This is an optimization exercise on Yosys and OpenROAD, whose aim is small area and a short achievable clock period, not a production implementation. Only simulation tests tie the RTL to the original design; equivalence was not proved.

## flow/design.v (module list and top-level ports; edited modules follow where they fit)
// module fu_mul_lat3_32b: 1802 lines
// module fu_mul_fa: 4 lines
module fu_mul_lat3_32b (
  input  logic        clk,
  input  logic        reset,
  input  logic        io_glock,
  input  logic [31:0] io_o1data,
  input  logic        io_o1load,
  input  logic [31:0] io_t1data,
  input  logic        io_t1load,
  input  logic [1:0]  io_t1opcode,
  output logic [31:0] io_r1data,
  output logic        io_r1valid
);
  // ...
==> flow/run.sh <==
#!/bin/bash
# synth_recipe.tcl (not shown) runs the flow's synth.tcl, then flattens the netlist and writes it again
# the make line also repeats each setting of config.mk as NAME=value (left out here)
make -C /OpenROAD-flow-scripts/flow DESIGN_CONFIG=/design/flow/config.mk WORK_HOME=/design/flow/orfs CLKGATE_MAP_FILE= SYNTH_SCRIPT=/design/flow/synth_recipe.tcl finish
==> flow/config.mk <==
export PLATFORM = sky130hd
export DESIGN_NAME = fu_mul_lat3_32b
export DESIGN_NICKNAME = fu_mul_lat3_32b
export VERILOG_FILES = /design/flow/design.v
export SDC_FILE = /design/flow/constraint.sdc
export NUM_CORES = 4
export LEC_CHECK = 0
export CAP_MARGIN = 20
export CORE_MARGIN = 2
export CORE_UTILIZATION = 55
export CTS_CLUSTER_SIZE = 20
export SETUP_SLACK_MARGIN = 4.6
export SLEW_MARGIN = 20
export SYNTH_HIERARCHICAL = 1
export SYNTH_MINIMUM_KEEP_SIZE = 0
==> flow/constraint.sdc <==
create_clock -name core_clock -period 8.5 [get_ports {clk}]
set_input_delay 1.7000 -clock core_clock [delete_from_list [all_inputs] [get_ports {clk}]]
set_output_delay 1.7000 -clock core_clock [all_outputs]
set_load 0.01 [all_outputs]
==> flow_summary.yaml, run 1 <==
routing:
  wl_um: 128800
worst_setup_path:
  crit_end: "s2Cs_q[50]"
  startpoint_type: "flip-flop"
  cp_max_fo: 11
  critical-path-top-delay-family: "adder cells"
  slowest_stage: "edfxtp_1"
finish:
  fill_cells: 4830
  sh_seq_area_pct: 23.66
  num-multi-input-gates: 2449
  antenna_cells: 3
  multi_input_area_sq_um: 23110
  largest_register: "s2Cs_q"
  final_cell_area_sq_um: 36110
grt:
  grt_remaining_overflow: 0
floorplanning:
  fp-row-count: 89
synthesis:
  synth_ff_type: "edfxtp_1"
  synthMuxAreaShare_pct: 0.3986
  netlist_instances: 3231
  synth.area.top_cells: "edfxtp_1, fa_1, xnor2_1, a221oi_1, a22o_1"
  seq_area_frac_synth_pct: 25.72
  synth-edff-count: 209
clocking:
  cts_buffers: 35
run_status:
  status: "finished clean"
place:
  pre_cts_ws_ps: 3360
==> run 2: changes to the inputs <==
--- a/flow/config.mk
+++ b/flow/config.mk
@@ -10,5 +10,5 @@
 export CORE_UTILIZATION = 55
 export CTS_CLUSTER_SIZE = 20
-export SETUP_SLACK_MARGIN = 4.6
+export SETUP_SLACK_MARGIN = 4.45
 export SLEW_MARGIN = 20
 export SYNTH_HIERARCHICAL = 1
==> run 2 against run 1 <==
Effect of this change: still clean on timing, DRC and antenna; design area is 1.2% lower; wire length down 1.6%; global-route usage is 0.054 points lower; synthesized area did not move; critical path type unchanged; critical endpoint is now s2Cs_q[48].
==> flow_summary.yaml, run 2 <==
floorplanning:
  dieArea_sq_um: 61900
  fp-row-count: 89
  start_util_pct: 55.74
  pin_count: 104
  die_h_um: 248.8
  die_width_um: 248.8
  core_area_sq_um: 59130
grt:
  grtUsageMet2_pct: 55.61
  antenna_found_initial: 6
  grt_pass1_wl_um: 186700
  grt_usage_pct: 39.94
  grt_busiest_layer: "met2"
  grt_pass1_vias: 28740
  met3_usage_pct: 17.51
  met1_usage_pct: 51.02
  grt_max_degree: 92
  grt_remaining_overflow: 0
clocking:
  clk_path_buf_depth: 3
  cts_root_buffer: "clkbuf_16"
  htreeDepth: 2
  cts_buffers: 37
  tritoncts: "done"
  clkSlewWorstSetupHoldPaths_ps: 60
  cts.sinks: 297
  clock_latency_ps: 580
worst_setup_path:
  cp_max_fo: 35
  cp.required_ps: 8790
  crit_path_end_kind: "flip-flop"
  cpMostUsedCell: "fa_1"
  critical_path_class: "reg -> reg"
  startpoint_type: "flip-flop"
  slowest_stage: "dfrtp_2"
  slowest_delay_ps: 1050
  cp.arrival_ps: 4360
  path_cells: "a22o_1 -> a221oi_1 -> xnor2_1 -> fa_1 -> fa_1 -> fa_1 -> fa_1"
finish:
  area_growth_pct: 8.230
  drive_gt1_share_pct: 8.008
  largest_register: "s2Cs_q"
  mostFrequentLayoutCells: "xnor2_1, a22o_1, a221oi_1"
  multi_input_area_sq_um: 22960
  mostFrequentLayoutCell: "xnor2_1"
  final_nets: 3572
  largest_register_ff_count: 140
  final_cell_area_sq_um: 35670
  top_regs: "s2Cs_q: 140 flops, s1A3_q: 35 flops, r1Data_q: 32 flops"
  regArea_sq_um: 8531
  fill_cells: 4884
  finish.utilization_pct: 60.33
routing:
  wl_um: 126700
  firstDrtPassIters: 8
  vias_per_cell: 7.500
  num_vias: 28880
  ant_nets: 0
  avgRoutedWirePerCell_um: 32.91
  drc_errors: 0
  first_iter_violations: 3818
synthesis:
  synth.area.top_cells: "edfxtp_1, fa_1, xnor2_1, a221oi_1, a22o_1"
  netlist_instances: 3231
  synth.most_common_cell: "xnor2_1"
  synth-edff-count: 209
  avgSynthCellArea_sq_um: 10.20
  synth_warnings: 7
  synth_area_sq_um: 32960
  synth_seq_cells: 297
  ys_types: 70
  synth_common_cells: "xnor2_1, clkbuf_1, a221oi_1, a22o_1, fa_1"
  seq_area_frac_synth_pct: 25.72
  synth_ff_type: "edfxtp_1"
  syn_nets: 3757
  synthArstFlopShare_pct: 29.63
  synth_top_area_share_pct: 19.04
  synth_area_leader_cell: "edfxtp_1"
timing:
  fmax_mhz: 245.8
  hold_viol_final: 0
  period_minus_slack_ps: 4069
  relSlewSlack_pct: 23.01
  slew_viol_final: 0
  grt_setup_unrepaired: "true"
  clock_skew_ps: 23.78
  setup_tns_ps: 0
  tightest_slew_ps: 1155
  setup_viol: 0
  period_share_pct: 47.87
hold_path:
  hold_path_class: "reg -> reg"
flow_run:
  maxCapViolations: 0
place:
  hpwl_um: 79130
  numPortBuffers: 103
  place_area_sq_um: 34040
  place_congestion: 0.9436
run_status:
  status: "finished clean"
## run 2: metrics by stage
step	instances	hold WS [ps]	setup slack (ps)
2_1_floorplan	3231	400.3	3950
3_3_place_gp	3769	455.9	3348
3_5_place_dp	3769	465.6	3307
4_1_cts	3843	478.0	4456
5_1_grt	3846	500.3	4421
6_report	3851	469.1	4431
## run 2: logic make-up after synthesis
| kind of cell | after synthesis | synth area share, % |
|---|---|---|
| and+or+nand+nor | 414 | 5.766 |
| AOI/OAI and AO/OA | 1088 | 26.27 |
| muxes | 13 | 0.3986 |
| buffers and inverters | 485 | 5.577 |
| adders and majority gates | 455 | 23.54 |
| xor gates and xnor gates | 479 | 12.73 |
| DFF | 297 | 25.72 |
## run 2: area by class of cell
type,count,area share (%)
repair buffers,194,4.830
diodes,6,0.04209
flip-flops and latches,297,23.91
inverters,67,0.7261
clock inverters,20,0.6173
well taps,773,2.711
clock buffers,45,2.796
multi-input cells,2449,64.36
## run 2: final timing paths
path / startpoint / cells after the start / slack (ps) / end
worst max-delay path: o1X2_q[4] / 7 / 4430 / s2Cs_q[48]
worst min-delay path: o1X2_q[9] / 2 / 470 / o1X2_q[9]
worst max register to register: o1X2_q[4] / 7 / 4430 / s2Cs_q[48]
worst min register to register: o1X2_q[9] / 2 / 470 / o1X2_q[9]
max in group asynchronous: reset / 2 / 6280 / r1Data_q[4]
min in group asynchronous: reset / 1 / 1060 / o1X2_q[7]
## run 2: routing by layer
layer	wire, um	share of wire [%]	up-vias
met4	9191	7.3	8
met5	228	0.18	-
met1	47790	38	14000
li1	-	-	11770
met2	50700	40	2390
met3	18820	15	721
## run 2: modules after synthesis (local to each module, per instance)
| module | cell area [sq um] | flip-flops and latches | times used | cells |
|---|---|---|---|---|
| fu_mul_lat3_32b | 27490 | 297 | 1 | 2958 |
| fu_mul_fa | 20.02 | 0 | 273 | 1 |
## run 2: repair_timing
item | in CTS | in global routing
setup buffers | 9 | 2
resized for setup | 31 | 48
pin swaps | 14 | 15
endpoints found under the setup margin | 24 | 35
hold buffers | 0 | 0
## run 2: critical path: cells and delay by family (launching register included)
family / cells / cell delay [ps]
AO/OA/AOI/OAI: 2 / 290
XOR/XNOR: 1 / 300
adder cells (fa/ha/maj): 4 / 2100
flip-flops: 1 / 1050
==> run 3: changes to the inputs <==
==> flow/flow/run.sh (new file) <==
#!/bin/bash
# Layout flow: the standard layout (standard.sh, unchanged synthesis and
# steps), except that the port buffers inserted before global placement are
# sky130_fd_sc_hd__buf_2 cells instead of the delay cell buffer_ports picks by
# default. Every input and output port still gets its own buffer.
# The make output goes to standard.log in this folder; the tools' own logs are
# under orfs/logs/ as standard.sh writes them.
export BUFFER_PORTS_ARGS="-buffer_cell sky130_fd_sc_hd__buf_2"
bash standard.sh > standard.log 2>&1
status=$?
tail -n 30 standard.log
exit $status
==> flow/standard.sh (new file) <==
#!/bin/bash
# synth_recipe.tcl (not shown) runs the flow's synth.tcl, then flattens the netlist and writes it again
# the make line also repeats each setting of config.mk as NAME=value (left out here)
make -C /OpenROAD-flow-scripts/flow DESIGN_CONFIG=/design/flow/config.mk WORK_HOME=/design/flow/orfs CLKGATE_MAP_FILE= SYNTH_SCRIPT=/design/flow/synth_recipe.tcl "${@:-finish}"
--- a/flow/config.mk
+++ b/flow/config.mk
@@ -10,5 +10,5 @@
 export CORE_UTILIZATION = 55
 export CTS_CLUSTER_SIZE = 20
-export SETUP_SLACK_MARGIN = 4.45
+export SETUP_SLACK_MARGIN = 4.6
 export SLEW_MARGIN = 20
 export SYNTH_HIERARCHICAL = 1
removed: flow/run.sh
==> run 3 against run 2 <==
Effect of this change: non-clock buffer count stayed put; still clean on timing, DRC and antenna; cell count is 0.13% lower; critical endpoint is now s2Cs_q[44]; via count is 0.92% higher.
==> flow_summary.yaml, run 3 <==
run_status:
  status: "finished clean"
floorplanning:
  core_area_sq_um: 59130
  die_h_um: 248.8
  die_width_um: 248.8
  start_util_pct: 55.74
  fp-row-count: 89
  pin_count: 104
  dieArea_sq_um: 61900
synthesis:
  synth_area_leader_cell: "edfxtp_1"
  synth-edff-count: 209
  seq_area_frac_synth_pct: 25.72
  synth_ff_type: "edfxtp_1"
  avgSynthCellArea_sq_um: 10.20
  synth_top_area_share_pct: 19.04
  synth.area.top_cells: "edfxtp_1, fa_1, xnor2_1, a221oi_1, a22o_1"
  synth_warnings: 7
  synth_area_sq_um: 32960
  synth_common_cells: "xnor2_1, clkbuf_1, a221oi_1, a22o_1, fa_1"
  synth_seq_cells: 297
  syn_nets: 3757
  ys_types: 70
  synth.most_common_cell: "xnor2_1"
  synthArstFlopShare_pct: 29.63
  netlist_instances: 3231
timing:
  fmax_mhz: 250.2
  hold_viol_final: 0
  period_share_pct: 47.03
  grt_setup_unrepaired: "true"
  period_minus_slack_ps: 3998
  setup_tns_ps: 0
  fin_ws_ps: 4502
  clock_skew_ps: 28.12
  relSlewSlack_pct: 17.25
  setup_viol: 0
  tightest_slew_ps: 1241
  slew_viol_final: 0
finish:
  final_cell_area_sq_um: 35040
  multi_input_area_sq_um: 22920
  largest_register: "s2Cs_q"
  largest_register_ff_count: 140
  drive_gt1_share_pct: 10.94
  mostFrequentLayoutCells: "xnor2_1, a22o_1, a221oi_1"
  top_regs: "s2Cs_q: 140 flops, s1A3_q: 35 flops, r1Data_q: 32 flops"
  final_nets: 3571
  area_growth_pct: 6.309
  mostFrequentLayoutCell: "xnor2_1"
  fill_cells: 5004
  regArea_sq_um: 8529
routing:
  vias_per_cell: 7.578
  drc_errors: 0
  ant_nets: 0
  avgRoutedWirePerCell_um: 33.52
  num_vias: 29150
  wl_um: 128900
  first_iter_violations: 4159
  firstDrtPassIters: 11
worst_setup_path:
  cp.arrival_ps: 4250
  critical-path-top-delay-family: "adder cells"
  ff2ff_setup_slack_ps: 4500
  cp.required_ps: 8750
  slowest_delay_ps: 1180
  reg2reg_from: "s1A3_q[11]"
  startpoint_type: "flip-flop"
  crit_path_end_kind: "flip-flop"
  slowest_stage: "edfxtp_1"
  cpMostUsedCell: "fa_1"
  regToRegEndpoint: "s2Cs_q[44]"
  cp_max_fo: 11
  worstRegToRegCells: 6
  cp.buffers_inverters: 0
  critical_path_class: "reg -> reg"
  path_cells: "a221oi_1 -> xnor2_1 -> fa_1 -> fa_1 -> fa_1 -> fa_1"
clocking:
  tritoncts: "done"
  cts_buffers: 36
  hold_buffers: 0
  clk_path_buf_depth: 3
  clock_latency_ps: 580
  htreeDepth: 2
  cts.sinks: 297
  cts_root_buffer: "clkbuf_16"
  clkSlewWorstSetupHoldPaths_ps: 60
place:
  pre_cts_ws_ps: 3784
  hpwl_um: 79580
  place_area_sq_um: 33630
  place_congestion: 0.9613
  numPortBuffers: 103
flow_run:
  maxCapViolations: 0
grt:
  grt_max_degree: 75
  antenna_found_initial: 3
  grt_pass1_vias: 29020
  grt_usage_pct: 40.54
  grt_remaining_overflow: 0
  grt_pass1_wl_um: 188600
hold_path:
  hold_path_end: "o1X3_q[8]"
  hold_path_startpoint: "o1X3_q[8]"
  min_path_cells: 2
  hold_path_class: "reg -> reg"
[run 3: cell type report]
class | instances | area share [%]
inverter | 67 | 0.7285
multi-input combinational | 2449 | 65.42
tap | 773 | 2.760
clock inverter | 26 | 0.6106
antenna | 1 | 0.007142
timing repair buffer | 194 | 3.528
clock buffer | 39 | 2.603
sequential | 297 | 24.34
[run 3: logic make-up after synthesis]
family	share of synthesized area, %
AOI/OAI and AO/OA	26.27
xor gates and xnor gates	12.73
adders and majority gates	23.54
buffers and inverters	5.577
DFF	25.72
muxes	0.3986
and+or+nand+nor	5.766
[run 3: metrics by stage]
step                cells  hold slack (ps)  utilization (%)
global placement     3773            458.2            56.88
detailed placement   3773            458.4            56.88
global route         3845            485.0            59.25
finish               3846            469.8            59.26
CTS                  3839            471.6            58.93
floorplan            3231            400.3                -
[run 3: what timing repair did]
action                     in CTS  in global routing
gates resized for setup        14                 36
setup buffers                   1                  6
pin swaps                       2                 21
setup endpoints to repair      22                 45
gates cloned                    0                  0
[run 3: worst reg2reg max path, cell delays in order, from the launching register on]
cell	delay (ps)
edfxtp_1	1180
a221oi_1	240
xnor2_1	270
fa_1	470
fa_1	400
fa_1	560
fa_1	550
[run 3: routing by layer]
metal  track usage [%]  part of all wire (%)  up-vias
met5             1.236                 0.091        -
met4             22.10                   7.0       10
met3             18.29                    15      736
met2             57.90                    41     2427
met1             51.05                    37    14220
li1                  -                     -    11750
[run 3: worst max-delay path by stage]
| stage | start | to | depth (start not counted) |
|---|---|---|---|
| 2_1_floorplan | io_glock | r1Data_q[5] | 6 |
| 3_3_place_gp | io_t1data[1] | s1A3_q[31] | 14 |
| 3_5_place_dp | io_t1data[1] | s1A3_q[31] | 14 |
| 4_1_cts | io_t1data[1] | s1A3_q[33] | 14 |
| 5_1_grt | s2Cs_q[72] | r1Data_q[27] | 13 |
| 6_report | s1A3_q[11] | s2Cs_q[44] | 6 |
[run 3: Yosys stat by module, one instance, submodules excluded]
module / cells / cell area (sq um) / flops+latches / times used
fu_mul_lat3_32b: 2958 / 27490 / 297 / 1
fu_mul_fa: 1 / 20.02 / 0 / 273
==> run 4: changes to the inputs <==
--- a/flow/config.mk
+++ b/flow/config.mk
@@ -9,4 +9,5 @@
 export CORE_MARGIN = 2
 export CORE_UTILIZATION = 55
+export CTS_BUF_LIST = sky130_fd_sc_hd__clkbuf_4 sky130_fd_sc_hd__clkbuf_8
 export CTS_CLUSTER_SIZE = 20
 export SETUP_SLACK_MARGIN = 4.6
==> run 4 against run 3 <==
Effect of this change: still clean on timing, DRC and antenna; utilization up 0.18 points; via count up 0.25%; cell count up 0.91%; critical path depth unchanged; synthesized area unchanged; design area up 0.30%; fmax up 0.87%; first-iteration DRC count up 11%; clock skew down 8.7 ps; flip-flop and latch count unchanged; count of clock-buffer cells in the layout up 36; critical path type unchanged; largest cell class unchanged.
==> flow_summary.yaml, run 4 <==
finish:
  final_cell_area_sq_um: 35140
  fill_cells: 4996
  largest_register_ff_count: 140
  area_growth_pct: 6.625
  top_regs: "s2Cs_q: 140 flops, s1A3_q: 35 flops, r1Data_q: 32 flops"
  largest_register: "s2Cs_q"
  mostFrequentLayoutCells: "xnor2_1, a22o_1, a221oi_1"
  mostFrequentLayoutCell: "xnor2_1"
  drive_gt1_share_pct: 12.33
  final_nets: 3589
  multi_input_area_sq_um: 22940
  finish.utilization_pct: 59.43
  regArea_sq_um: 8532
  fin_cells: 3881
floorplanning:
  pin_count: 104
  die_width_um: 248.8
  start_util_pct: 55.74
  fp-row-count: 89
  dieArea_sq_um: 61900
  core_area_sq_um: 59130
  die_h_um: 248.8
synthesis:
  synth_top_area_share_pct: 19.04
  seq_area_frac_synth_pct: 25.72
  netlist_instances: 3231
  avgSynthCellArea_sq_um: 10.20
  synth.area.top_cells: "edfxtp_1, fa_1, xnor2_1, a221oi_1, a22o_1"
  syn_nets: 3757
  synth_ff_type: "edfxtp_1"
  synth_common_cells: "xnor2_1, clkbuf_1, a221oi_1, a22o_1, fa_1"
  synth_seq_cells: 297
  synth.most_common_cell: "xnor2_1"
  synth_area_sq_um: 32960
  synthArstFlopShare_pct: 29.63
  ys_types: 70
  synth_warnings: 7
  synth-edff-count: 209
  synth_area_leader_cell: "edfxtp_1"
grt:
  grt_pass1_vias: 29120
  grt_usage_pct: 40.59
  grt_pass1_wl_um: 188900
  antenna_found_initial: 2
  grt_max_degree: 75
  grt_remaining_overflow: 0
flow_run:
  maxCapViolations: 0
timing:
  period_minus_slack_ps: 3963
  period_share_pct: 46.62
  clock_skew_ps: 19.44
  hold_viol_final: 0
  fmax_mhz: 252.3
  setup_viol: 0
  grt_setup_unrepaired: "true"
  relSlewSlack_pct: 16.26
  slew_viol_final: 0
  setup_tns_ps: 0
  tightest_slew_ps: 1256
clocking:
  clk_path_buf_depth: 3
  htreeDepth: 2
  cts.sinks: 297
  cts_root_buffer: "clkbuf_8"
  clkSlewWorstSetupHoldPaths_ps: 60
  tritoncts: "done"
  clock_latency_ps: 680
  cts_buffers: 54
place:
  placed_cells: 3773
  place_congestion: 0.9613
  place_area_sq_um: 33630
  hpwl_um: 79580
  numPortBuffers: 103
worst_setup_path:
  crit_path_end_kind: "flip-flop"
  cp.required_ps: 8920
  cp.arrival_ps: 4380
  critical_path_class: "reg -> reg"
  cp_max_fo: 11
  startpoint_type: "flip-flop"
  worstRegToRegCells: 6
routing:
  ant_nets: 0
  vias_per_cell: 7.529
  num_vias: 29220
  wl_um: 128900
  avgRoutedWirePerCell_um: 33.22
  first_iter_violations: 4609
  drc_errors: 0
  firstDrtPassIters: 11
hold_path:
  min_path_cells: 2
  hold_path_class: "reg -> reg"
run_status:
  status: "finished clean"
run 4: changes by cell type in the layout (fill, tap and decap cells not counted), moves of 3 or more:
cell	before	now
clkinv_4	3	0
bufinv_16	2	5
clkbuf_16	36	0
clkbuf_4	0	21
clkinv_1	11	5
clkbuf_8	0	54
clkbuf_1	3	0
clkinv_2	4	11
run 4: area by class of cell:
| type | instances | share of cell area [%] |
|---|---|---|
| Tap cell | 773 | 2.752 |
| Sequential cell | 297 | 24.28 |
| Antenna cell | 1 | 0.007121 |
| Timing Repair Buffer | 194 | 3.614 |
| Clock inverter | 25 | 0.7690 |
| Inverter | 67 | 0.7263 |
| Multi-Input combinational cell | 2449 | 65.29 |
| Clock buffer | 75 | 2.563 |
run 4: path summary, 6_finish.rpt:
path	slack [ps]	startpoint	end
max in group asynchronous	6360	reset	r1Data_q[2]
setup / recovery	4540	s1A3_q[11]	s2Cs_q[90]
hold / removal	470	o1X3_q[8]	o1X3_q[8]
min in group asynchronous	970	reset	o1Ng_q[7]
hold reg to reg	470	o1X3_q[8]	o1X3_q[8]
setup reg to reg	4540	s1A3_q[11]	s2Cs_q[90]
run 4: routing by layer:
| layer | wire, um | up-vias | global-route usage, % |
|---|---|---|---|
| li1 | - | 11800 | - |
| met1 | 47690 | 14230 | 51.25 |
| met2 | 52640 | 2442 | 58.01 |
| met3 | 19460 | 748 | 17.90 |
| met4 | 8967 | 6 | 22.20 |
| met5 | 166 | - | 2.008 |
run 4: repair_timing:
item | CTS | global route
setup endpoints to repair | 22 | 45
pin swaps | 1 | 21
resized for setup | 15 | 43
setup buffers | 0 | 7
hold endpoints to repair | 0 | 0
hold buffers | 0 | 0
run 4: metrics by stage:
step | hold WS (ps) | worst slack [ps]
after floorplan | 400.3 | 3924
after global placement | 458.2 | 3832
after detailed placement | 458.4 | 3784
after CTS | 470.9 | 4610
after global routing | 484.5 | 4567
final | 471.3 | 4537
run 4: modules after synthesis, one instance, submodules excluded:
module	area (sq um)	cells inside	copies in the design
fu_mul_lat3_32b	27490	2958	1
fu_mul_fa	20.02	1	273
run 4: logic make-up after synthesis:
family	count (synthesis)	synth area share, %
AO/OA/AOI/OAI	1088	26.27
buffers and inverters	485	5.577
XOR/XNOR	479	12.73
adder cells (fa/ha/maj)	455	23.54
AND/OR/NAND/NOR	414	5.766
flip-flops	297	25.72
multiplexers	13	0.3986
run 4: worst max-delay path, stage by stage, from the launching register on:
cell and delay, ps:
edfxtp_1 1190, a221oi_1 230, xnor2_1 260, fa_1 460, fa_1 570, fa_1 580
fa_1 420
==> run 5: changes to the inputs <==
--- a/flow/config.mk
+++ b/flow/config.mk
@@ -6,8 +6,7 @@
 export NUM_CORES = 4
 export LEC_CHECK = 0
-export CAP_MARGIN = 20
+export CAP_MARGIN = 50
 export CORE_MARGIN = 2
 export CORE_UTILIZATION = 55
-export CTS_BUF_LIST = sky130_fd_sc_hd__clkbuf_4 sky130_fd_sc_hd__clkbuf_8
 export CTS_CLUSTER_SIZE = 20
 export SETUP_SLACK_MARGIN = 4.6
==> run 5 against run 4 <==
Effect of this change: non-clock buffer count rose by 55; critical path depth rose by 2; still clean; clock skew rose by 4.9 ps; via count rose by 0.57%; worst setup slack improved by 92 ps; register-to-register slack improved by 90 ps; critical path type unchanged; highest routed layer unchanged; sequential share of layout area fell by 0.82 points; flip-flop and latch count did not move; wire length rose by 0.40%.
==> flow_summary.yaml, run 5 <==
synthesis:
  synth.most_common_cell: "xnor2_1"
  synth.area.top_cells: "edfxtp_1, fa_1, xnor2_1, a221oi_1, a22o_1"
  synthArstFlopShare_pct: 29.63
  synth_seq_cells: 297
  avgSynthCellArea_sq_um: 10.20
  synth_top_area_share_pct: 19.04
  synth_ff_type: "edfxtp_1"
  ys_types: 70
  syn_nets: 3757
  synth_area_leader_cell: "edfxtp_1"
  netlist_instances: 3231
  seq_area_frac_synth_pct: 25.72
  synth_warnings: 7
  synth-edff-count: 209
  synth_common_cells: "xnor2_1, clkbuf_1, a221oi_1, a22o_1, fa_1"
  synth_area_sq_um: 32960
place:
  hpwl_um: 83710
  placed_cells: 3823
  place_congestion: 0.9613
  place_area_sq_um: 34590
  numPortBuffers: 103
clocking:
  clkSlewWorstSetupHoldPaths_ps: 60
  cts_buffers: 38
  hold_buffers: 0
  cts.sinks: 297
  htreeDepth: 2
  tritoncts: "done"
  clock_latency_ps: 590
  clk_path_buf_depth: 3
  cts_root_buffer: "clkbuf_16"
timing:
  slew_viol_final: 0
  relSlewSlack_pct: 39.14
  period_share_pct: 45.54
  setup_viol: 0
  clock_skew_ps: 24.35
  grt_setup_unrepaired: "true"
  tightest_slew_ps: 913.0
  setup_tns_ps: 0
  fmax_mhz: 258.4
  period_minus_slack_ps: 3871
  hold_viol_final: 0
finish:
  area_growth_pct: 10.15
  top_regs: "s2Cs_q: 140 flops, s1A3_q: 35 flops, r1Data_q: 32 flops"
  mostFrequentLayoutCells: "xnor2_1, a22o_1, a221oi_1"
  largest_register_ff_count: 140
  regArea_sq_um: 8517
  fin_cells: 3909
  drive_gt1_share_pct: 12.99
  final_cell_area_sq_um: 36300
  mostFrequentLayoutCell: "xnor2_1"
  final_nets: 3628
  multi_input_area_sq_um: 22950
  fill_cells: 4882
  largest_register: "s2Cs_q"
grt:
  grt_max_degree: 75
  grt_pass1_wl_um: 190400
  antenna_found_initial: 2
  grt_usage_pct: 40.93
  grt_pass1_vias: 28840
  grt_remaining_overflow: 0
routing:
  ant_nets: 0
  first_iter_violations: 4539
  drc_errors: 0
  vias_per_cell: 7.518
  num_vias: 29390
  wl_um: 129400
  firstDrtPassIters: 13
  avgRoutedWirePerCell_um: 33.11
worst_setup_path:
  regToRegEndpoint: "s2Cs_q[66]"
  ff2ff_setup_slack_ps: 4630
  critical_path_class: "reg -> reg"
  cp.required_ps: 8820
  cp.arrival_ps: 4190
  crit_end: "s2Cs_q[66]"
  crit_path_end_kind: "flip-flop"
  startpoint_type: "flip-flop"
  worstRegToRegCells: 8
  cp-startpoint: "s1A_q[28]"
  reg2reg_from: "s1A_q[28]"
  cp_max_fo: 33
floorplanning:
  start_util_pct: 55.74
  fp-row-count: 89
  die_h_um: 248.8
  dieArea_sq_um: 61900
  die_width_um: 248.8
  pin_count: 104
  core_area_sq_um: 59130
flow_run:
  maxCapViolations: 0
run_status:
  status: "finished clean"
hold_path:
  hold_path_class: "reg -> reg"
==> run 5: cell counts after synthesis <==
Identical to the previous run, type by type.
==> run 5: modules after synthesis (local to each module, per instance) <==
module / cells / flip-flops and latches / times used
fu_mul_lat3_32b: 2958 / 297 / 1
fu_mul_fa: 1 / 0 / 273
==> run 5: cell type report <==
cell class                 count  share of cell area [%]
timing repair buffer         249                   6.303
sequential                   297                   23.46
tap                          773                   2.664
antenna                        4                 0.02757
inverter                      67                  0.7031
multi-input combinational   2449                   63.21
clock inverter                18                  0.6135
clock buffer                  52                   3.019
==> run 5: worst max-delay path, cell delays in order (launching register included) <==
cell and delay [ps]:
edfxtp_1 380, buf_4 280, a22o_1 290, a221oi_1 390, xnor2_1 170, fa_1 570, fa_1 490, fa_1 490
fa_1 490
==> run 5: worst min-delay path by stage <==
stage | slack (ps) | end | cells after the start | startpoint
after detailed placement | 460 | o1X3_q[8] | 2 | o1X3_q[8]
after floorplan | 400 | s2Hi_q | 0 | s1Hi_q
after CTS | 470 | o1X3_q[8] | 2 | o1X3_q[8]
after global routing | 490 | o1X3_q[8] | 2 | o1X3_q[8]
after global placement | 460 | o1X3_q[8] | 2 | o1X3_q[8]
final | 470 | r1Data_q[13] | 2 | r1Data_q[13]
==> run 5: cell families after synthesis <==
group	after synthesis	share of synthesized area [%]
AOI/OAI and AO/OA	1088	26.27
buffers and inverters	485	5.577
xor gates and xnor gates	479	12.73
adders and majority gates	455	23.54
and+or+nand+nor	414	5.766
DFF	297	25.72
muxes	13	0.3986
==> run 5: repair_timing <==
| item | CTS | global route |
|---|---|---|
| setup endpoints to repair | 22 | 34 |
| pin swaps | 3 | 15 |
| setup buffers | 1 | 5 |
| gates cloned | 0 | 0 |
| endpoints found under the hold margin | 0 | 0 |
| resized for setup | 15 | 39 |
==> run 5: per-stage QoR <==
stage	hold WS [ps]	setup slack, ps	util [%]
after global placement	458.2	3832	56.88
after CTS	469.0	4585	60.88
after detailed placement	457.8	3762	58.49
after floorplan	400.3	3924	-
final	470.9	4629	61.40
after global routing	487.4	4506	61.38
==> run 5: routing by layer <==
layer | up-vias | global-route usage, % | wire length, um
met1 | 14320 | 52.23 | 48160
li1 | 11870 | - | -
met2 | 2478 | 59.12 | 53490
met5 | - | 0.9266 | 137
met3 | 716 | 17.99 | 19340
met4 | 8 | 19.95 | 8318
==> run 6: changes to the inputs <==
--- a/flow/config.mk
+++ b/flow/config.mk
@@ -6,9 +6,9 @@
 export NUM_CORES = 4
 export LEC_CHECK = 0
-export CAP_MARGIN = 50
+export CAP_MARGIN = 35
 export CORE_MARGIN = 2
 export CORE_UTILIZATION = 55
 export CTS_CLUSTER_SIZE = 20
-export SETUP_SLACK_MARGIN = 4.6
+export SETUP_SLACK_MARGIN = 4.7
 export SLEW_MARGIN = 20
 export SYNTH_HIERARCHICAL = 1
==> run 6 against run 5 <==
Effect of this change: flip-flop and latch count is the same; largest cell class unchanged; utilization shrank 0.56 points; non-clock buffer count shrank 19; critical path depth shrank 2; highest routed layer unchanged; via count grew 0.19%; critical path type unchanged; synthesized cell count is the same; sequential share of layout area grew 0.30 points; still clean; synthesized area is the same; worst hold slack gained 2.8 ps.
==> flow_summary.yaml, run 6 <==
timing:
  period_share_pct: 45.41
  period_minus_slack_ps: 3860
  clock_skew_ps: 18.30
  hold_viol_final: 0
  relSlewSlack_pct: 20.80
  slew_viol_final: 0
  setup_viol: 0
  holdWs_ps: 473.7
  setup_tns_ps: 0
  fmax_mhz: 259.1
  grt_setup_unrepaired: "true"
  tightest_slew_ps: 1188
place:
  hpwl_um: 79850
  place_area_sq_um: 33670
  numPortBuffers: 103
  place_congestion: 0.9405
synthesis:
  syn_nets: 3757
  synthMuxAreaShare_pct: 0.3986
  synth-xor-area-share_pct: 12.73
  synth.most_common_cell: "xnor2_1"
  synth_common_cells: "xnor2_1, clkbuf_1, a221oi_1, a22o_1, fa_1"
  synth-adder-area-share_pct: 23.54
  synth_compound_area_share_pct: 26.27
  synth_top_family_by_area: "compound AO/OA/AOI/OAI gates"
  synth-edff-count: 209
  avgSynthCellArea_sq_um: 10.20
  ys_types: 70
  synth_ff_type: "edfxtp_1"
  seq_area_frac_synth_pct: 25.72
  synth_top_area_share_pct: 19.04
  synth_area_leader_cell: "edfxtp_1"
  netlist_instances: 3231
  synthArstFlopShare_pct: 29.63
  synth_warnings: 7
  synth.area.top_cells: "edfxtp_1, fa_1, xnor2_1, a221oi_1, a22o_1"
  synth_seq_cells: 297
  synthSimpleGateAreaFrac_pct: 5.766
  synth_area_sq_um: 32960
worst_setup_path:
  slowest_delay_ps: 1050
  crit_path_end_kind: "flip-flop"
  cp_max_fo: 11
  startpoint_type: "flip-flop"
  cp.arrival_ps: 4120
  path_cells: "a221oi_1 -> xnor2_1 -> fa_1 -> fa_1 -> fa_1 -> fa_1"
  critical-path-top-delay-family: "adder cells"
  critical_path_class: "reg -> reg"
  slowest_stage: "edfxtp_1"
  cp.buffers_inverters: 0
  ff2ff_setup_slack_ps: 4640
  cp.required_ps: 8760
  cpMostUsedCell: "fa_1"
grt:
  grt_pass1_wl_um: 192100
  antenna_found_initial: 6
  grt_usage_pct: 41.45
  grt_max_degree: 75
  grt_remaining_overflow: 0
  grt_pass1_vias: 29020
finish:
  largest_register: "s2Cs_q"
  top_regs: "s2Cs_q: 140 flops, s1A3_q: 35 flops, r1Data_q: 32 flops"
  final_cell_area_sq_um: 35970
  area_growth_pct: 9.137
  final_nets: 3606
  drive_gt1_share_pct: 13.07
  mostFrequentLayoutCells: "xnor2_1, a22o_1, a221oi_1"
  largest_register_ff_count: 140
  mostFrequentLayoutCell: "xnor2_1"
  finish.utilization_pct: 60.83
floorplanning:
  start_util_pct: 55.74
  die_width_um: 248.8
  pin_count: 104
  fp-row-count: 89
  core_area_sq_um: 59130
  die_h_um: 248.8
  dieArea_sq_um: 61900
clocking:
  tritoncts: "done"
  hold_buffers: 0
  clkSlewWorstSetupHoldPaths_ps: 60
  htreeDepth: 2
  clock_latency_ps: 570
  cts.sinks: 297
  cts_root_buffer: "clkbuf_16"
  cts_buffers: 35
  clk_path_buf_depth: 3
routing:
  avgRoutedWirePerCell_um: 34.27
  vias_per_cell: 7.587
  wl_um: 133000
  num_vias: 29440
  ant_nets: 0
  drc_errors: 0
  first_iter_violations: 4601
  firstDrtPassIters: 17
hold_path:
  hold_path_class: "reg -> reg"
flow_run:
  maxCapViolations: 0
run_status:
  status: "finished clean"
## run 6: path summary, 6_finish.rpt
kind                               from      endpoint  cells past startpoint
hold / removal             r1Data_q[13]  r1Data_q[13]                      2
max in group asynchronous         reset   r1Data_q[6]                      3
min in group asynchronous         reset     o1X3_q[7]                      1
hold reg to reg            r1Data_q[13]  r1Data_q[13]                      2
setup / recovery             s1A3_q[17]    s2Cs_q[44]                      6
setup reg to reg             s1A3_q[17]    s2Cs_q[44]                      6
## run 6: logic make-up after synthesis
family	count (synthesis)
AOI/OAI and AO/OA	1088
and+or+nand+nor	414
DFF	297
muxes	13
xor gates and xnor gates	479
adders and majority gates	455
buffers and inverters	485
## run 6: final cells by class
class / instances / area (sq um)
Tap cell: 773 / 967.2
Clock inverter: 16 / 185.2
Multi-Input combinational cell: 2449 / 23100
Inverter: 67 / 255.2
Antenna cell: 1 / 2.502
Clock buffer: 48 / 967.2
Fill cell: 4994 / 23160
Sequential cell: 297 / 8546
Timing Repair Buffer: 230 / 1949
## run 6: metrics by stage
step / cells / worst slack, ps
after floorplan: 3231 / 3924
after global placement: 3770 / 3823
after detailed placement: 3772 / 3823
after CTS: 3843 / 4687
after global routing: 3881 / 4490
final: 3881 / 4640
## run 6: timing repair
action                     CTS  global route
gates cloned                 0             1
gates resized for setup     35            89
setup buffers                7            23
pin swaps                    7            24
setup endpoints to repair   34            49
## run 6: per-layer routing
| metal | wire [um] | global-route usage [%] | vias up |
|---|---|---|---|
| li1 | - | - | 11830 |
| met1 | 48670 | 52.64 | 14310 |
| met2 | 53620 | 59.15 | 2512 |
| met3 | 20040 | 17.75 | 776 |
| met4 | 10360 | 23.10 | 12 |
| met5 | 294 | 1.544 | - |
## run 6: per-module statistics from Yosys (local to each module, per instance)
module / copies in the design / flops+latches / cells inside / cell area, sq um
fu_mul_lat3_32b: 1 / 297 / 2958 / 27490
fu_mul_fa: 273 / 0 / 1 / 20.02
## run 6: worst min-delay path: stages, from the launching register on
cell     delay (ps)
dfrtp_1         340
nand2_1          40
o21ai_0          60
==> run 7: changes to the inputs <==
--- a/flow/config.mk
+++ b/flow/config.mk
@@ -10,5 +10,5 @@
 export CORE_UTILIZATION = 55
 export CTS_CLUSTER_SIZE = 20
-export SETUP_SLACK_MARGIN = 4.7
+export SETUP_SLACK_MARGIN = 4.8
 export SLEW_MARGIN = 20
 export SYNTH_HIERARCHICAL = 1
==> run 7 against run 6 <==
Effect of this change: via count rose by 2.2%; die area did not move; flip-flop and latch count did not move; count of clock-buffer cells in the layout fell by 3; highest routed layer unchanged.
==> flow_summary.yaml, run 7 <==
timing:
  period_share_pct: 44.77
  holdWs_ps: 467.0
  grt_setup_unrepaired: "true"
  tightest_slew_ps: 1068
  hold_viol_final: 0
  setup_tns_ps: 0
  period_minus_slack_ps: 3805
  slew_viol_final: 0
  relSlewSlack_pct: 28.77
  setup_viol: 0
  fmax_mhz: 262.8
  clock_skew_ps: 22.86
  fin_ws_ps: 4695
finish:
  fin_cells: 3951
  finish.utilization_pct: 63.01
  final_cell_area_sq_um: 37260
  area_growth_pct: 13.04
  final_nets: 3673
  mostFrequentLayoutCells: "xnor2_1, a22o_1, a221oi_1"
  drive_gt1_share_pct: 16.66
  mostFrequentLayoutCell: "xnor2_1"
  largest_register: "s2Cs_q"
  largest_register_ff_count: 140
  top_regs: "s2Cs_q: 140 flops, s1A3_q: 35 flops, r1Data_q: 32 flops"
worst_setup_path:
  cp_max_fo: 11
  slowest_stage: "edfxtp_1"
  critical-path-top-delay-family: "adder cells"
  crit_path_end_kind: "flip-flop"
  slowest_delay_ps: 1010
  worstRegToRegCells: 6
  cp.required_ps: 8810
  cp_num_cells: 6
  cpMostUsedCell: "fa_1"
  startpoint_type: "flip-flop"
  cp.buffers_inverters: 0
  path_cells: "a221oi_1 -> xnor2_1 -> fa_1 -> fa_1 -> fa_2 -> fa_1"
  critical_path_class: "reg -> reg"
  cp.arrival_ps: 4120
  ff2ff_setup_slack_ps: 4690
synthesis:
  synthArstFlopShare_pct: 29.63
  synth-edff-count: 209
  synth_top_family_by_area: "compound AO/OA/AOI/OAI gates"
  synth.area.top_cells: "edfxtp_1, fa_1, xnor2_1, a221oi_1, a22o_1"
  synth-xor-area-share_pct: 12.73
  synth_area_leader_cell: "edfxtp_1"
  synth_common_cells: "xnor2_1, clkbuf_1, a221oi_1, a22o_1, fa_1"
  ys_types: 70
  synthMuxAreaShare_pct: 0.3986
  netlist_instances: 3231
  syn_nets: 3757
  synth_compound_area_share_pct: 26.27
  synthSimpleGateAreaFrac_pct: 5.766
  synth_warnings: 7
  synth_top_area_share_pct: 19.04
  synth_seq_cells: 297
  synth_ff_type: "edfxtp_1"
  synth_area_sq_um: 32960
  avgSynthCellArea_sq_um: 10.20
  synth.most_common_cell: "xnor2_1"
  synth-adder-area-share_pct: 23.54
  seq_area_frac_synth_pct: 25.72
clocking:
  htreeDepth: 2
  clk_path_buf_depth: 3
  tritoncts: "done"
  cts_buffers: 37
  cts.sinks: 297
  clkSlewWorstSetupHoldPaths_ps: 60
  clock_latency_ps: 600
  cts_root_buffer: "clkbuf_16"
  hold_buffers: 0
place:
  place_congestion: 0.9701
  hpwl_um: 80660
  numPortBuffers: 103
  place_area_sq_um: 33740
  placed_cells: 3776
  pre_cts_ws_ps: 3765
routing:
  firstDrtPassIters: 17
  drc_errors: 0
  wl_um: 136100
  avgRoutedWirePerCell_um: 34.44
  ant_nets: 0
  first_iter_violations: 4951
  num_vias: 30100
  vias_per_cell: 7.618
floorplanning:
  core_area_sq_um: 59130
  start_util_pct: 55.74
  fp-row-count: 89
  pin_count: 104
  dieArea_sq_um: 61900
  die_h_um: 248.8
  die_width_um: 248.8
grt:
  grt_pass1_wl_um: 191600
  grt_max_degree: 75
  grt_remaining_overflow: 0
  antenna_found_initial: 6
  grt_usage_pct: 41.44
  grt_pass1_vias: 28750
run_status:
  status: "finished clean"
hold_path:
  min_path_cells: 2
  hold_path_class: "reg -> reg"
flow_run:
  maxCapViolations: 0
==> run 7: cell counts after synthesis <==
Identical to the previous run, type by type.
==> run 7: cell families after synthesis <==
kind of cell	Yosys count
AND/OR/NAND/NOR	414
XOR/XNOR	479
AO/OA/AOI/OAI	1088
buffers and inverters	485
multiplexers	13
adder cells (fa/ha/maj)	455
flip-flops	297
==> run 7: worst min-delay path, delay by kind of cell (launching register included) <==
family	cells	cell delay, ps
flip-flops	1	340
AND/OR/NAND/NOR	2	100
==> run 7: modules after synthesis (local to each module, per instance) <==
| module | copies in the design | flip-flops and latches |
|---|---|---|
| fu_mul_lat3_32b | 1 | 297 |
| fu_mul_fa | 273 | 0 |
==> run 7: timing repair <==
action,4_1_cts,5_1_grt
hold endpoints to repair,0,0
gates cloned,0,3
pin swaps,22,48
endpoints found under the setup margin,59,62
setup buffers,16,76
resized for setup,53,160
==> run 7: layout make-up <==
class / instances / area, sq um
Fill cell: 4823 / 21870
Inverter: 67 / 259.0
Tap cell: 773 / 967.2
Timing Repair Buffer: 295 / 2829
Antenna cell: 2 / 5.005
Clock inverter: 23 / 305.3
Multi-Input combinational cell: 2449 / 23380
Clock buffer: 45 / 965.9
Sequential cell: 297 / 8547
==> run 7: worst paths after layout <==
kind,from,end
max in group asynchronous,reset,o1X4_q[6]
worst min register to register,o1X3_q[7],o1X3_q[7]
worst min-delay path,o1X3_q[7],o1X3_q[7]
worst max register to register,s1A3_q[16],s2Cs_q[48]
worst max-delay path,s1A3_q[16],s2Cs_q[48]
min in group asynchronous,reset,o1X2_q[8]
==> run 7: per-layer routing <==
metal | GRT usage (%) | part of all wire [%] | vias up
li1 | - | - | 11970
met1 | 52.44 | 36 | 14630
met2 | 58.19 | 40 | 2650
met3 | 19.36 | 15 | 835
met4 | 23.12 | 7.9 | 12
met5 | 0.6178 | 0.12 | -
==> run 8: changes to the inputs <==
--- a/flow/config.mk
+++ b/flow/config.mk
@@ -6,9 +6,9 @@
 export NUM_CORES = 4
 export LEC_CHECK = 0
-export CAP_MARGIN = 35
+export CAP_MARGIN = 20
 export CORE_MARGIN = 2
 export CORE_UTILIZATION = 55
-export CTS_CLUSTER_SIZE = 20
-export SETUP_SLACK_MARGIN = 4.8
+export CTS_CLUSTER_SIZE = 32
+export SETUP_SLACK_MARGIN = 4.6
 export SLEW_MARGIN = 20
 export SYNTH_HIERARCHICAL = 1
==> run 8 against run 7 <==
Effect of this change: still clean on timing, DRC and antenna; cell count down 2.7%; via count down 3.5%; flip-flop and latch count unchanged; die area unchanged; critical path depth unchanged; synthesized area unchanged; highest routed layer unchanged.
==> flow_summary.yaml, run 8 <==
synthesis:
  seq_area_frac_synth_pct: 25.72
  synth_area_leader_cell: "edfxtp_1"
  synth_warnings: 7
  netlist_instances: 3231
  avgSynthCellArea_sq_um: 10.20
  synthArstFlopShare_pct: 29.63
  synth_common_cells: "xnor2_1, clkbuf_1, a221oi_1, a22o_1, fa_1"
  synth_area_sq_um: 32960
  synth.area.top_cells: "edfxtp_1, fa_1, xnor2_1, a221oi_1, a22o_1"
  synth-edff-count: 209
  synth_top_area_share_pct: 19.04
  syn_nets: 3757
  synth_seq_cells: 297
  ys_types: 70
  synth_ff_type: "edfxtp_1"
  synth.most_common_cell: "xnor2_1"
finish:
  largest_register_ff_count: 140
  drive_gt1_share_pct: 10.97
  area_growth_pct: 6.256
  mostFrequentLayoutCells: "xnor2_1, a22o_1, a221oi_1"
  final_nets: 3571
  antenna_cells: 0
  largest_register: "s2Cs_q"
  finish.utilization_pct: 59.23
  top_regs: "s2Cs_q: 140 flops, s1A3_q: 35 flops, r1Data_q: 32 flops"
  mostFrequentLayoutCell: "xnor2_1"
grt:
  grt_pass1_wl_um: 188500
  grt_usage_pct: 40.51
  met1_usage_pct: 51.06
  grt_max_degree: 75
  grt_remaining_overflow: 0
  met3_usage_pct: 18.09
  grt_pass1_vias: 29000
  grt_busiest_layer: "met2"
  antenna_found_initial: 4
  grtUsageMet2_pct: 57.90
routing:
  drc_errors: 0
  first_iter_violations: 4271
  avgRoutedWirePerCell_um: 33.53
  vias_per_cell: 7.554
  ant_nets: 0
  num_vias: 29050
  firstDrtPassIters: 14
  wl_um: 128900
clocking:
  clk_path_buf_depth: 3
  cts_buffers: 36
  clkSlewWorstSetupHoldPaths_ps: 60
  tritoncts: "done"
  htreeDepth: 2
  cts.sinks: 297
  hold_buffers: 0
  clock_latency_ps: 590
  cts_root_buffer: "clkbuf_16"
floorplanning:
  die_width_um: 248.8
  dieArea_sq_um: 61900
  start_util_pct: 55.74
  core_area_sq_um: 59130
  die_h_um: 248.8
  fp-row-count: 89
  pin_count: 104
place:
  place_congestion: 0.9613
  pre_cts_ws_ps: 3784
  hpwl_um: 79580
  numPortBuffers: 103
timing:
  fin_ws_ps: 4517
  period_share_pct: 46.86
  setup_viol: 0
  relSlewSlack_pct: 16.96
  grt_setup_unrepaired: "true"
  hold_viol_final: 0
  tightest_slew_ps: 1246
  setup_tns_ps: 0
  clock_skew_ps: 29.08
  period_minus_slack_ps: 3983
  fmax_mhz: 251.1
  slew_viol_final: 0
worst_setup_path:
  cpMostUsedCell: "fa_1"
  slowest_delay_ps: 1180
  path_cells: "a221oi_1 -> xnor2_1 -> fa_1 -> fa_1 -> fa_1 -> fa_1"
  cp.arrival_ps: 4240
  startpoint_type: "flip-flop"
  cp.required_ps: 8750
  slowest_stage: "edfxtp_1"
  cp_max_fo: 11
  critical_path_class: "reg -> reg"
  crit_path_end_kind: "flip-flop"
flow_run:
  maxCapViolations: 0
run_status:
  status: "finished clean"
hold_path:
  hold_path_class: "reg -> reg"
run 8: area by class of cell:
cell class              count  area [sq um]
repair buffers            194          1236
flip-flops and latches    297          8529
fillers                  5005         24110
clock buffers              37         904.6
inverters                  67         255.2
clock inverters            28         206.4
multi-input cells        2449         22920
well taps                 773         967.2
run 8: cell families (layout without fill, tap and decap cells):
family / Yosys count / after routing / synth area share (%)
AOI/OAI and AO/OA: 1088 / 1088 / 26.27
buffers and inverters: 485 / 326 / 5.577
xor gates and xnor gates: 479 / 479 / 12.73
adders and majority gates: 455 / 455 / 23.54
and+or+nand+nor: 414 / 414 / 5.766
DFF: 297 / 297 / 25.72
muxes: 13 / 13 / 0.3986
run 8: through the flow:
stage / cells / hold slack [ps] / area (sq um)
after global routing: 3845 / 485.8 / 35020
final: 3845 / 472.8 / 35020
after global placement: 3773 / 458.2 / 33630
after floorplan: 3231 / 400.3 / 33150
after CTS: 3839 / 471.5 / 34840
after detailed placement: 3773 / 458.4 / 33630
run 8: timing repair:
| item | 4_1_cts | 5_1_grt |
|---|---|---|
| hold endpoints to repair | 0 | 0 |
| setup endpoints to repair | 22 | 45 |
| pin swaps | 2 | 21 |
| gates resized for setup | 16 | 34 |
| setup buffers | 1 | 6 |
run 8: final timing paths:
check / from / to / slack [ps] / cells past startpoint
worst max-delay path: s1A3_q[11] / s2Cs_q[44] / 4520 / 6
max in group asynchronous: reset / r1Data_q[2] / 6250 / 2
min in group asynchronous: reset / o1Ng_q[7] / 1070 / 1
worst min register to register: r1Data_q[13] / r1Data_q[13] / 470 / 2
worst max register to register: s1A3_q[11] / s2Cs_q[44] / 4520 / 6
worst min-delay path: r1Data_q[13] / r1Data_q[13] / 470 / 2
run 8: metal layers:
metal | vias to the layer above | wire length (um)
met1 | 14150 | 47790
li1 | 11750 | -
met2 | 2443 | 52720
met5 | - | 204
met3 | 685 | 19470
met4 | 16 | 8747
run 8: critical path, delay by kind of cell, from the launching register on:
kind,cells,cell delay (ps)
flip-flops,1,1180
adder cells (fa/ha/maj),4,1980
AO/OA/AOI/OAI,1,220
XOR/XNOR,1,270
run 8: per-module statistics from Yosys, one instance, submodules excluded:
module           cell area (sq um)  flops+latches
fu_mul_fa                    20.02              0
fu_mul_lat3_32b              27490            297

-- re-timing with driven ports --
The results above use ideal ports. As a check the final layouts listed here were re-extracted and re-timed, cells and wires unchanged. Step 1, drivers: a clkbuf_16 drives clk and a buf_2 each remaining input, both assumed. Step 2 times the ports against the registers' clock, not the clock port: input delays grow and output delays shrink by t, the midpoint of the rising clock arrivals with the driver on. Slacks: ideal ports / drivers / drivers and shift; pairs: ideal ports / drivers.
run | t (ns) | setup WS [ns] | hold WS [ns]
run 1 | 0.617 | 4.546 / 4.546 / 4.055 | 0.466 / 0.466 / 0.466
run 2 | 0.635 | 4.431 / 4.431 / 3.954 | 0.469 / 0.469 / 0.469
run 3 | 0.637 | 4.502 / 4.502 / 4.124 | 0.470 / 0.470 / 0.470
run 4 | 0.732 | 4.537 / 4.537 / 4.072 | 0.471 / 0.471 / 0.471
run 5 | 0.639 | 4.629 / 4.629 / 4.106 | 0.471 / 0.471 / 0.471
run 6 | 0.631 | 4.640 / 4.640 / 4.068 | 0.474 / 0.474 / 0.474
run 7 | 0.657 | 4.695 / 4.695 / 4.160 | 0.467 / 0.467 / 0.467
run 8 | 0.640 | 4.517 / 4.517 / 4.135 | 0.473 / 0.473 / 0.473
After both steps setup and hold are still met in every run listed. For run 6, which loses most, drivers alone change the setup slack by 0.000 ns; drivers and shift together by -0.572 ns.
